Context: an optimization exercise on an open-source flow, tuned for small area, a short achievable clock period and few clock cycles. The choices shown serve that exercise and are no tape-out recipe. Only simulation tests tie the RTL to the original design; equivalence was not proved. No activity file was given, so power comes from the tool's default toggle rates.

==> trial 46 <==
## wallace_mult_apb
module wallace_mult_apb (
  input  wire        clk,
  input  wire        rst_n,
  input  wire        psel,
  input  wire        penable,
  input  wire        pwrite,
  input  wire [7:0]  paddr,
  input  wire [31:0] pwdata,
  output wire [31:0] prdata,
  output wire        pready,
  output wire        pslverr
);
==> module wallace_mult_apb, before the edit <==
module wallace_mult_apb (
  input  wire        clk,
  input  wire        rst_n,
  input  wire        psel,
  input  wire        penable,
  input  wire        pwrite,
  input  wire [7:0]  paddr,
  input  wire [31:0] pwdata,
  output wire [31:0] prdata,
  output wire        pready,
  output wire        pslverr
);
  logic [15:0] op_a;
  logic [15:0] op_b;
  logic [17:0] op_a3;      
  logic [31:0] prod;       
  logic        ph1;        
  logic        ph2;        
  logic        ph3;        
  logic        acc_en;     
  logic        done;
  logic        a_ok;       
  logic        b_ok;       
  logic [1:0]  dig1;
  logic [1:0]  dig2;
  logic [1:0]  dig3;
  logic        we_a;       
  logic        we_b;       
  logic        rd_a;       
  logic        rd_b;       
  logic        sel_stat;
  logic        sel_prod;   
  logic        rd_prod;    
  logic        err_q;
  logic        start_setup;
  logic        pass0;
  logic        busy;
  logic        done_d;
  logic        a_ok_d;
  logic        b_ok_d;
  assign start_setup = psel & ~penable & pwrite &
                       (paddr == wallace_mult_pkg::ADDR_CTRL) &
                       pwdata[wallace_mult_pkg::CTRL_START_BIT];
  assign busy = ph2 | ph3;
  assign pass0 = start_setup & ~busy;
  assign done_d = rst_n & (ph3 | (done & ~ph1));
  assign a_ok_d = rst_n & (a_ok | we_a);
  assign b_ok_d = rst_n & (b_ok | we_b);
  logic [15:0] acc_in;
  logic [17:0] row [2];
  logic [19:0] csa_x;
  logic [19:0] csa_y;
  logic [19:0] csa_z;
  logic [19:0] csa_s;
  logic [19:0] csa_c;
  logic [19:0] mac;
  assign acc_in = {16{acc_en}} & prod[31:16];
  for (genvar j = 0; j < 2; j++) begin : g_row
    assign row[j] = ({18{dig1[j]}} & {2'b00, op_a}) |
                    ({18{dig2[j]}} & {1'b0, op_a, 1'b0}) |
                    ({18{dig3[j]}} & op_a3);
  end
  assign csa_x = 20'(acc_in);
  assign csa_y = 20'(row[0]);
  assign csa_z = 20'(row[1]) << 2;
  assign csa_s = csa_x ^ csa_y ^ csa_z;
  assign csa_c = ((csa_x & csa_y) | (csa_x & csa_z) | (csa_y & csa_z)) << 1;
  assign mac   = csa_s + csa_c;
  always_ff @(posedge clk) begin
    if (pass0 | ph1 | busy) begin
      prod <= {mac, prod[15:4]};
    end
  end
  logic [15:0] b_next;
  logic [3:0]  bits_next;
  assign b_next = we_b ? pwdata[15:0] : op_b;
  always_comb begin
    if (ph2)        bits_next = op_b[15:12];
    else if (ph1)   bits_next = op_b[11:8];
    else if (pass0) bits_next = op_b[7:4];
    else            bits_next = b_next[3:0];
  end
  always_ff @(posedge clk) begin
    for (int j = 0; j < 2; j++) begin
      dig1[j] <= a_ok_d & b_ok_d & (bits_next[2*j+1 -: 2] == 2'd1);
      dig2[j] <= a_ok_d & b_ok_d & (bits_next[2*j+1 -: 2] == 2'd2);
      dig3[j] <= a_ok_d & b_ok_d & (bits_next[2*j+1 -: 2] == 2'd3);
    end
  end
  always_ff @(posedge clk) begin
    ph1  <= rst_n & pass0;
    ph2  <= rst_n & ph1;
    ph3  <= rst_n & ph2;
    acc_en <= rst_n & (pass0 | ph1 | ph2);
    done <= done_d;
    a_ok <= a_ok_d;
    b_ok <= b_ok_d;
  end
  always_ff @(posedge clk) begin
    we_a     <= psel & ~penable & pwrite & (paddr == wallace_mult_pkg::ADDR_OPERAND_A);
    we_b     <= psel & ~penable & pwrite & (paddr == wallace_mult_pkg::ADDR_OPERAND_B);
    rd_a     <= (paddr == wallace_mult_pkg::ADDR_OPERAND_A) & a_ok_d;
    rd_b     <= (paddr == wallace_mult_pkg::ADDR_OPERAND_B) & b_ok_d;
    sel_stat <= (paddr == wallace_mult_pkg::ADDR_STATUS);
    sel_prod <= (paddr == wallace_mult_pkg::ADDR_PRODUCT) & done_d;
    rd_prod  <= (paddr == wallace_mult_pkg::ADDR_PRODUCT) & ~pwrite;
    err_q    <= ~((paddr == wallace_mult_pkg::ADDR_OPERAND_A) |
                  (paddr == wallace_mult_pkg::ADDR_OPERAND_B) |
                  (paddr == wallace_mult_pkg::ADDR_CTRL) |
                  (paddr == wallace_mult_pkg::ADDR_STATUS) |
                  (paddr == wallace_mult_pkg::ADDR_PRODUCT));
  end
  always_ff @(posedge clk) begin
    if (!rst_n) begin
      op_a  <= '0;
    end else if (we_a) begin
      op_a  <= pwdata[15:0];
    end
    if (we_a) begin
      op_a3 <= 18'(pwdata[15:0]) + 18'({pwdata[15:0], 1'b0});
    end
    if (we_b) op_b <= pwdata[15:0];
  end
  logic [31:0] rd_data;
  always_comb begin
    rd_data = {32{sel_prod}} & prod;
    rd_data[15:0] = rd_data[15:0] | ({16{rd_a}} & op_a) | ({16{rd_b}} & op_b);
    rd_data[wallace_mult_pkg::STATUS_BUSY_BIT] =
      rd_data[wallace_mult_pkg::STATUS_BUSY_BIT] | (sel_stat & busy);
    rd_data[wallace_mult_pkg::STATUS_DONE_BIT] =
      rd_data[wallace_mult_pkg::STATUS_DONE_BIT] | (sel_stat & done);
  end
  assign prdata  = rd_data;
  assign pready  = ~(rd_prod & ph3);
  assign pslverr = err_q;
endmodule
Settings: LEC_CHECK=0, ABC_AREA=1, CAP_MARGIN=20, CORE_MARGIN=2, CORE_UTILIZATION=65, CTS_BUF_LIST=sky130_fd_sc_hd__clkbuf_8, SETUP_SLACK_MARGIN=2.1, SLEW_MARGIN=20; clock period 5.0 ns.
standard.sh (not shown) runs the stock make flow with config.mk's settings and CLKGATE_MAP_FILE= SYNTH_SCRIPT=/design/flow/synth_recipe.tcl, a recipe that flattens the netlist after the stock synthesis.
==> flow/flow/run.sh <==
#!/bin/bash
# The standard layout, with plain buffers (buf_2) instead of the default
# delay cells as the buffers on the input and output ports.
set -e
export BUFFER_PORTS_ARGS="-buffer_cell sky130_fd_sc_hd__buf_2"
bash standard.sh > standard.log 2>&1
==> trial 3 (differences from trial 46) <==
--- a/flow/design.v
+++ b/flow/design.v
@@ -293,128 +293,37 @@
   output wire        pready,
   output wire        pslverr
 );
-  logic [15:0] op_a;
-  logic [15:0] op_b;
-  logic [17:0] op_a3;      
-  logic [31:0] prod;       
-  logic        ph1;        
-  logic        ph2;        
-  logic        ph3;        
-  logic        acc_en;     
-  logic        done;
-  logic        a_ok;       
-  logic        b_ok;       
-  logic [1:0]  dig1;
-  logic [1:0]  dig2;
-  logic [1:0]  dig3;
-  logic        we_a;       
-  logic        we_b;       
-  logic        rd_a;       
-  logic        rd_b;       
-  logic        sel_stat;
-  logic        sel_prod;   
-  logic        rd_prod;    
-  logic        err_q;
-  logic        start_setup;
-  logic        pass0;
-  logic        busy;
-  logic        done_d;
-  logic        a_ok_d;
-  logic        b_ok_d;
-  assign start_setup = psel & ~penable & pwrite &
-                       (paddr == wallace_mult_pkg::ADDR_CTRL) &
-                       pwdata[wallace_mult_pkg::CTRL_START_BIT];
-  assign busy = ph2 | ph3;
-  assign pass0 = start_setup & ~busy;
-  assign done_d = rst_n & (ph3 | (done & ~ph1));
-  assign a_ok_d = rst_n & (a_ok | we_a);
-  assign b_ok_d = rst_n & (b_ok | we_b);
-  logic [15:0] acc_in;
-  logic [17:0] row [2];
-  logic [19:0] csa_x;
-  logic [19:0] csa_y;
-  logic [19:0] csa_z;
-  logic [19:0] csa_s;
-  logic [19:0] csa_c;
-  logic [19:0] mac;
-  assign acc_in = {16{acc_en}} & prod[31:16];
-  for (genvar j = 0; j < 2; j++) begin : g_row
-    assign row[j] = ({18{dig1[j]}} & {2'b00, op_a}) |
-                    ({18{dig2[j]}} & {1'b0, op_a, 1'b0}) |
-                    ({18{dig3[j]}} & op_a3);
-  end
-  assign csa_x = 20'(acc_in);
-  assign csa_y = 20'(row[0]);
-  assign csa_z = 20'(row[1]) << 2;
-  assign csa_s = csa_x ^ csa_y ^ csa_z;
-  assign csa_c = ((csa_x & csa_y) | (csa_x & csa_z) | (csa_y & csa_z)) << 1;
-  assign mac   = csa_s + csa_c;
-  always_ff @(posedge clk) begin
-    if (pass0 | ph1 | busy) begin
-      prod <= {mac, prod[15:4]};
-    end
-  end
-  logic [15:0] b_next;
-  logic [3:0]  bits_next;
-  assign b_next = we_b ? pwdata[15:0] : op_b;
-  always_comb begin
-    if (ph2)        bits_next = op_b[15:12];
-    else if (ph1)   bits_next = op_b[11:8];
-    else if (pass0) bits_next = op_b[7:4];
-    else            bits_next = b_next[3:0];
-  end
-  always_ff @(posedge clk) begin
-    for (int j = 0; j < 2; j++) begin
-      dig1[j] <= a_ok_d & b_ok_d & (bits_next[2*j+1 -: 2] == 2'd1);
-      dig2[j] <= a_ok_d & b_ok_d & (bits_next[2*j+1 -: 2] == 2'd2);
-      dig3[j] <= a_ok_d & b_ok_d & (bits_next[2*j+1 -: 2] == 2'd3);
-    end
-  end
-  always_ff @(posedge clk) begin
-    ph1  <= rst_n & pass0;
-    ph2  <= rst_n & ph1;
-    ph3  <= rst_n & ph2;
-    acc_en <= rst_n & (pass0 | ph1 | ph2);
-    done <= done_d;
-    a_ok <= a_ok_d;
-    b_ok <= b_ok_d;
-  end
-  always_ff @(posedge clk) begin
-    we_a     <= psel & ~penable & pwrite & (paddr == wallace_mult_pkg::ADDR_OPERAND_A);
-    we_b     <= psel & ~penable & pwrite & (paddr == wallace_mult_pkg::ADDR_OPERAND_B);
-    rd_a     <= (paddr == wallace_mult_pkg::ADDR_OPERAND_A) & a_ok_d;
-    rd_b     <= (paddr == wallace_mult_pkg::ADDR_OPERAND_B) & b_ok_d;
-    sel_stat <= (paddr == wallace_mult_pkg::ADDR_STATUS);
-    sel_prod <= (paddr == wallace_mult_pkg::ADDR_PRODUCT) & done_d;
-    rd_prod  <= (paddr == wallace_mult_pkg::ADDR_PRODUCT) & ~pwrite;
-    err_q    <= ~((paddr == wallace_mult_pkg::ADDR_OPERAND_A) |
-                  (paddr == wallace_mult_pkg::ADDR_OPERAND_B) |
-                  (paddr == wallace_mult_pkg::ADDR_CTRL) |
-                  (paddr == wallace_mult_pkg::ADDR_STATUS) |
-                  (paddr == wallace_mult_pkg::ADDR_PRODUCT));
-  end
-  always_ff @(posedge clk) begin
-    if (!rst_n) begin
-      op_a  <= '0;
-    end else if (we_a) begin
-      op_a  <= pwdata[15:0];
-    end
-    if (we_a) begin
-      op_a3 <= 18'(pwdata[15:0]) + 18'({pwdata[15:0], 1'b0});
-    end
-    if (we_b) op_b <= pwdata[15:0];
-  end
-  logic [31:0] rd_data;
-  always_comb begin
-    rd_data = {32{sel_prod}} & prod;
-    rd_data[15:0] = rd_data[15:0] | ({16{rd_a}} & op_a) | ({16{rd_b}} & op_b);
-    rd_data[wallace_mult_pkg::STATUS_BUSY_BIT] =
-      rd_data[wallace_mult_pkg::STATUS_BUSY_BIT] | (sel_stat & busy);
-    rd_data[wallace_mult_pkg::STATUS_DONE_BIT] =
-      rd_data[wallace_mult_pkg::STATUS_DONE_BIT] | (sel_stat & done);
-  end
-  assign prdata  = rd_data;
-  assign pready  = ~(rd_prod & ph3);
-  assign pslverr = err_q;
+  wallace_mult_pkg::apb_req_t apb_req;
+  wallace_mult_pkg::apb_rsp_t apb_rsp;
+  assign apb_req.psel    = psel;
+  assign apb_req.penable = penable;
+  assign apb_req.pwrite  = pwrite;
+  assign apb_req.paddr   = paddr;
+  assign apb_req.pwdata  = pwdata;
+  assign prdata  = apb_rsp.prdata;
+  assign pready  = apb_rsp.pready;
+  assign pslverr = apb_rsp.pslverr;
+  logic     op_valid;
+  wallace_mult_pkg::operand_t op;
+  logic     res_valid;
+  wallace_mult_pkg::row_t     product;
+  apb_mult_regs u_regs (
+    .clk       (clk),
+    .rst_n     (rst_n),
+    .apb_req   (apb_req),
+    .apb_rsp   (apb_rsp),
+    .op_valid  (op_valid),
+    .op        (op),
+    .res_valid (res_valid),
+    .product   (product)
+  );
+  wallace_mult_core u_core (
+    .clk       (clk),
+    .rst_n     (rst_n),
+    .op_valid  (op_valid),
+    .op        (op),
+    .res_valid (res_valid),
+    .product   (product)
+  );
 endmodule
 `default_nettype wire
==> flow/run.sh (new file) <==
#!/bin/bash
# synth_recipe.tcl (not shown) runs the flow's synth.tcl, then flattens the netlist and writes it again
# the make line also repeats each setting of config.mk as NAME=value (left out here)
make -C /OpenROAD-flow-scripts/flow DESIGN_CONFIG=/design/flow/config.mk WORK_HOME=/design/flow/orfs CLKGATE_MAP_FILE= SYNTH_SCRIPT=/design/flow/synth_recipe.tcl finish
- ABC_AREA: 1 -> default
- CORE_UTILIZATION: 65 -> 40
- CTS_BUF_LIST: sky130_fd_sc_hd__clkbuf_8 -> default
- SETUP_SLACK_MARGIN: 2.1 -> default
removed: flow/flow/run.sh
removed: flow/standard.sh
==> trial 12 (differences from trial 46) <==
--- a/flow/design.v
+++ b/flow/design.v
@@ -300,55 +300,37 @@
   logic        ph1;        
   logic        ph2;        
   logic        ph3;        
-  logic        acc_en;     
   logic        done;
-  logic        a_ok;       
-  logic        b_ok;       
   logic [1:0]  dig1;
   logic [1:0]  dig2;
   logic [1:0]  dig3;
-  logic        we_a;       
-  logic        we_b;       
-  logic        rd_a;       
-  logic        rd_b;       
+  logic        sel_a;
+  logic        sel_b;
   logic        sel_stat;
   logic        sel_prod;   
   logic        rd_prod;    
+  logic        wr_q;
   logic        err_q;
   logic        start_setup;
   logic        pass0;
   logic        busy;
   logic        done_d;
-  logic        a_ok_d;
-  logic        b_ok_d;
   assign start_setup = psel & ~penable & pwrite &
                        (paddr == wallace_mult_pkg::ADDR_CTRL) &
                        pwdata[wallace_mult_pkg::CTRL_START_BIT];
   assign busy = ph2 | ph3;
   assign pass0 = start_setup & ~busy;
   assign done_d = rst_n & (ph3 | (done & ~ph1));
-  assign a_ok_d = rst_n & (a_ok | we_a);
-  assign b_ok_d = rst_n & (b_ok | we_b);
   logic [15:0] acc_in;
   logic [17:0] row [2];
-  logic [19:0] csa_x;
-  logic [19:0] csa_y;
-  logic [19:0] csa_z;
-  logic [19:0] csa_s;
-  logic [19:0] csa_c;
   logic [19:0] mac;
-  assign acc_in = {16{acc_en}} & prod[31:16];
+  assign acc_in = (ph1 | busy) ? prod[31:16] : 16'd0;
   for (genvar j = 0; j < 2; j++) begin : g_row
     assign row[j] = ({18{dig1[j]}} & {2'b00, op_a}) |
                     ({18{dig2[j]}} & {1'b0, op_a, 1'b0}) |
                     ({18{dig3[j]}} & op_a3);
   end
-  assign csa_x = 20'(acc_in);
-  assign csa_y = 20'(row[0]);
-  assign csa_z = 20'(row[1]) << 2;
-  assign csa_s = csa_x ^ csa_y ^ csa_z;
-  assign csa_c = ((csa_x & csa_y) | (csa_x & csa_z) | (csa_y & csa_z)) << 1;
-  assign mac   = csa_s + csa_c;
+  assign mac = 20'(acc_in) + 20'(row[0]) + (20'(row[1]) << 2);
   always_ff @(posedge clk) begin
     if (pass0 | ph1 | busy) begin
       prod <= {mac, prod[15:4]};
@@ -356,7 +338,7 @@
   end
   logic [15:0] b_next;
   logic [3:0]  bits_next;
-  assign b_next = we_b ? pwdata[15:0] : op_b;
+  assign b_next = !rst_n ? 16'd0 : (wr_q & sel_b) ? pwdata[15:0] : op_b;
   always_comb begin
     if (ph2)        bits_next = op_b[15:12];
     else if (ph1)   bits_next = op_b[11:8];
@@ -365,25 +347,20 @@
   end
   always_ff @(posedge clk) begin
     for (int j = 0; j < 2; j++) begin
-      dig1[j] <= a_ok_d & b_ok_d & (bits_next[2*j+1 -: 2] == 2'd1);
-      dig2[j] <= a_ok_d & b_ok_d & (bits_next[2*j+1 -: 2] == 2'd2);
-      dig3[j] <= a_ok_d & b_ok_d & (bits_next[2*j+1 -: 2] == 2'd3);
+      dig1[j] <= (bits_next[2*j+1 -: 2] == 2'd1);
+      dig2[j] <= (bits_next[2*j+1 -: 2] == 2'd2);
+      dig3[j] <= (bits_next[2*j+1 -: 2] == 2'd3);
     end
   end
   always_ff @(posedge clk) begin
     ph1  <= rst_n & pass0;
     ph2  <= rst_n & ph1;
     ph3  <= rst_n & ph2;
-    acc_en <= rst_n & (pass0 | ph1 | ph2);
     done <= done_d;
-    a_ok <= a_ok_d;
-    b_ok <= b_ok_d;
   end
   always_ff @(posedge clk) begin
-    we_a     <= psel & ~penable & pwrite & (paddr == wallace_mult_pkg::ADDR_OPERAND_A);
-    we_b     <= psel & ~penable & pwrite & (paddr == wallace_mult_pkg::ADDR_OPERAND_B);
-    rd_a     <= (paddr == wallace_mult_pkg::ADDR_OPERAND_A) & a_ok_d;
-    rd_b     <= (paddr == wallace_mult_pkg::ADDR_OPERAND_B) & b_ok_d;
+    sel_a    <= (paddr == wallace_mult_pkg::ADDR_OPERAND_A);
+    sel_b    <= (paddr == wallace_mult_pkg::ADDR_OPERAND_B);
     sel_stat <= (paddr == wallace_mult_pkg::ADDR_STATUS);
     sel_prod <= (paddr == wallace_mult_pkg::ADDR_PRODUCT) & done_d;
     rd_prod  <= (paddr == wallace_mult_pkg::ADDR_PRODUCT) & ~pwrite;
@@ -392,22 +369,25 @@
                   (paddr == wallace_mult_pkg::ADDR_CTRL) |
                   (paddr == wallace_mult_pkg::ADDR_STATUS) |
                   (paddr == wallace_mult_pkg::ADDR_PRODUCT));
+    wr_q     <= psel & ~penable & pwrite;
   end
   always_ff @(posedge clk) begin
     if (!rst_n) begin
       op_a  <= '0;
-    end else if (we_a) begin
-      op_a  <= pwdata[15:0];
+      op_a3 <= '0;
+      op_b  <= '0;
+    end else begin
+      if (wr_q & sel_a) begin
+        op_a  <= pwdata[15:0];
+        op_a3 <= 18'(pwdata[15:0]) + 18'({pwdata[15:0], 1'b0});
+      end
+      if (wr_q & sel_b) op_b <= pwdata[15:0];
     end
-    if (we_a) begin
-      op_a3 <= 18'(pwdata[15:0]) + 18'({pwdata[15:0], 1'b0});
-    end
-    if (we_b) op_b <= pwdata[15:0];
   end
   logic [31:0] rd_data;
   always_comb begin
     rd_data = {32{sel_prod}} & prod;
-    rd_data[15:0] = rd_data[15:0] | ({16{rd_a}} & op_a) | ({16{rd_b}} & op_b);
+    rd_data[15:0] = rd_data[15:0] | ({16{sel_a}} & op_a) | ({16{sel_b}} & op_b);
     rd_data[wallace_mult_pkg::STATUS_BUSY_BIT] =
       rd_data[wallace_mult_pkg::STATUS_BUSY_BIT] | (sel_stat & busy);
     rd_data[wallace_mult_pkg::STATUS_DONE_BIT] =
==> flow/run.sh (new file) <==
#!/bin/bash
# synth_recipe.tcl (not shown) runs the flow's synth.tcl, then flattens the netlist and writes it again
# the make line also repeats each setting of config.mk as NAME=value (left out here)
make -C /OpenROAD-flow-scripts/flow DESIGN_CONFIG=/design/flow/config.mk WORK_HOME=/design/flow/orfs CLKGATE_MAP_FILE= SYNTH_SCRIPT=/design/flow/synth_recipe.tcl finish
- ABC_AREA: 1 -> default
- CORE_UTILIZATION: 65 -> 40
- CTS_BUF_LIST: sky130_fd_sc_hd__clkbuf_8 -> default
- SETUP_SLACK_MARGIN: 2.1 -> default
removed: flow/flow/run.sh
removed: flow/standard.sh
==> trial 14 (differences from trial 46) <==
==> flow/flow/run.sh (replaced) <==
#!/bin/bash
# The standard layout, with two changes:
#  - plain buffers (buf_2) instead of the default delay cells as the buffers
#    on the input and output ports;
#  - clock tree synthesis without dummy loads on the clock tree's leaves.
set -e
export BUFFER_PORTS_ARGS="-buffer_cell sky130_fd_sc_hd__buf_2"
export CTS_ARGS="-sink_clustering_enable -repair_clock_nets -buf_list sky130_fd_sc_hd__clkbuf_8 -dont_use_dummy_load"
bash standard.sh > standard.log 2>&1
- CORE_UTILIZATION: 65 -> 55
- SETUP_SLACK_MARGIN: 2.1 -> 2.4
==> qor.yml <==
sta:
  period_needed_ns: 4.508
  layout_setup_ws_ns: 0.4923
global_routing:
  gr-usage-met2_pct: 31.40
critical_path:
  cp_cell_sequence: "clkdlybuf4s50_1, or4_4, nor2_1, and3_1, and2b_1, and2_1, clkdlybuf4s50_1"
clock_tree:
  cts-resized-gates: 0
placement:
  gp_congestion: 0.8267
run_status:
  outcome: "timing/DRC/antenna clean"
-- figures above: trial 3

==> qor.yml <==
global_routing:
  gr-usage-met2_pct: 53.50
  grt_overflow: 0
sta:
  period_needed_ns: 2.819
  layout_setup_ws_ns: 2.181
run_status:
  outcome: "timing/DRC/antenna clean"
clock_tree:
  cts-resized-gates: 7
critical_path:
  cp_cell_sequence: "inv_1, o211ai_1, fa_1, ha_1, a21oi_1, nand2_1, nand3_1, nand2_1, nand3_1, nand2_1, xor2_1"
placement:
  gp_congestion: 0.9663
-- figures above: trial 46

==> qor.yml <==
clock_tree:
  cts-resized-gates: 32
global_routing:
  gr-usage-all-layers_pct: 28.73
  gr-usage-met2_pct: 48.29
run_status:
  outcome: "timing/DRC/antenna clean"
pwr:
  pwr-share-clk_pct: 28.9
sta:
  layout_setup_ws_ns: 2.407
synth:
  synthTopCellsByArea: "edfxtp_1 28%, nand2_1 15%, dfxtp_1 12%"
critical_path:
  cp_cell_sequence: "nand2_1, o211ai_1, ha_1, ha_1, fa_2, buf_4, nand3_1, nand3b_1, buf_4, xor2_1"
routing:
  drt_iter0_markers: 540
-- figures above: trial 14

==> qor.yml <==
run_status:
  outcome: "timing/DRC/antenna clean"
clock_tree:
  cts.sink_count: 98
  cts-resized-gates: 0
  post_cts_buffers: 0
  clk_latency_ns: 0.35
synth:
  synth_top_family_by_area: "compound AO/OA/AOI/OAI gates"
sta:
  finalHoldViolCount: 0
  period_needed_ns: 4.010
  layout_setup_ws_ns: 0.9900
worst_hold_path:
  hold_end: "prod[1]"
critical_path:
  cp_cell_sequence: "or3_1, and2_1, fa_1, fa_1, a21oi_1, nor3_1, o31ai_1, a21oi_1, o21ai_2, or4b_1, o211ai_1"
placement:
  gp_congestion: 0.8814
layout:
  largestRegisters: "prod (32), op_a3 (17)"
global_routing:
  gr-usage-met2_pct: 33.31
  use_met3_pct: 2.963
-- figures above: trial 12

Testbench counts of trial 46, summed over its fixed seeds: cycles 21,608.
Testbench counts of trial 3, summed over its fixed seeds: cycles 26,408.
Testbench counts of trial 12, summed over its fixed seeds: cycles 21,608.
Testbench counts of trial 14, summed over its fixed seeds: cycles 21,608.

[port drivers added, routing unchanged]
How much do the figures lean on ideal ports? The routed layouts below were timed once more, with nothing changed but the port constraints. Step 1 (the two cells are an assumption about what drives the block):
set clk [get_ports {clk}]
set_driving_cell -lib_cell sky130_fd_sc_hd__clkbuf_16 $clk
set_driving_cell -lib_cell sky130_fd_sc_hd__buf_2 [delete_from_list [all_inputs] $clk]
Step 2 moves the port delays by t, midway between the first and last clock arrival at a register: inputs arrive t later, outputs are due t later. That takes back most of the time a late clock gives input paths. Three values: ideal, step 1, step 2; two values: the first two.
| run | shift t [ns] | slack for setup (ns) | worst setup path at the end | worst slew at a driven data input, ns | pins driven straight from the clock port |
|---|---|---|---|---|---|
| trial 46 | 0.409 | 2.181 / 2.181 / 2.066 | input to register | 0.03 | 1 |
| trial 3 | 0.491 | 0.492 / 0.468 / 0.468 | input to output | 0.05 | 1 |
| trial 12 | 0.391 | 0.990 / 0.990 / 0.990 | register to register | 0.04 | 1 |
| trial 14 | 0.406 | 2.407 / 2.407 / 2.148 | input to register | 0.03 | 1 |
After both steps every run listed still meets setup and hold. For trial 14, which loses most, drivers alone change the setup slack by 0.000 ns; drivers and shift together by -0.259 ns.
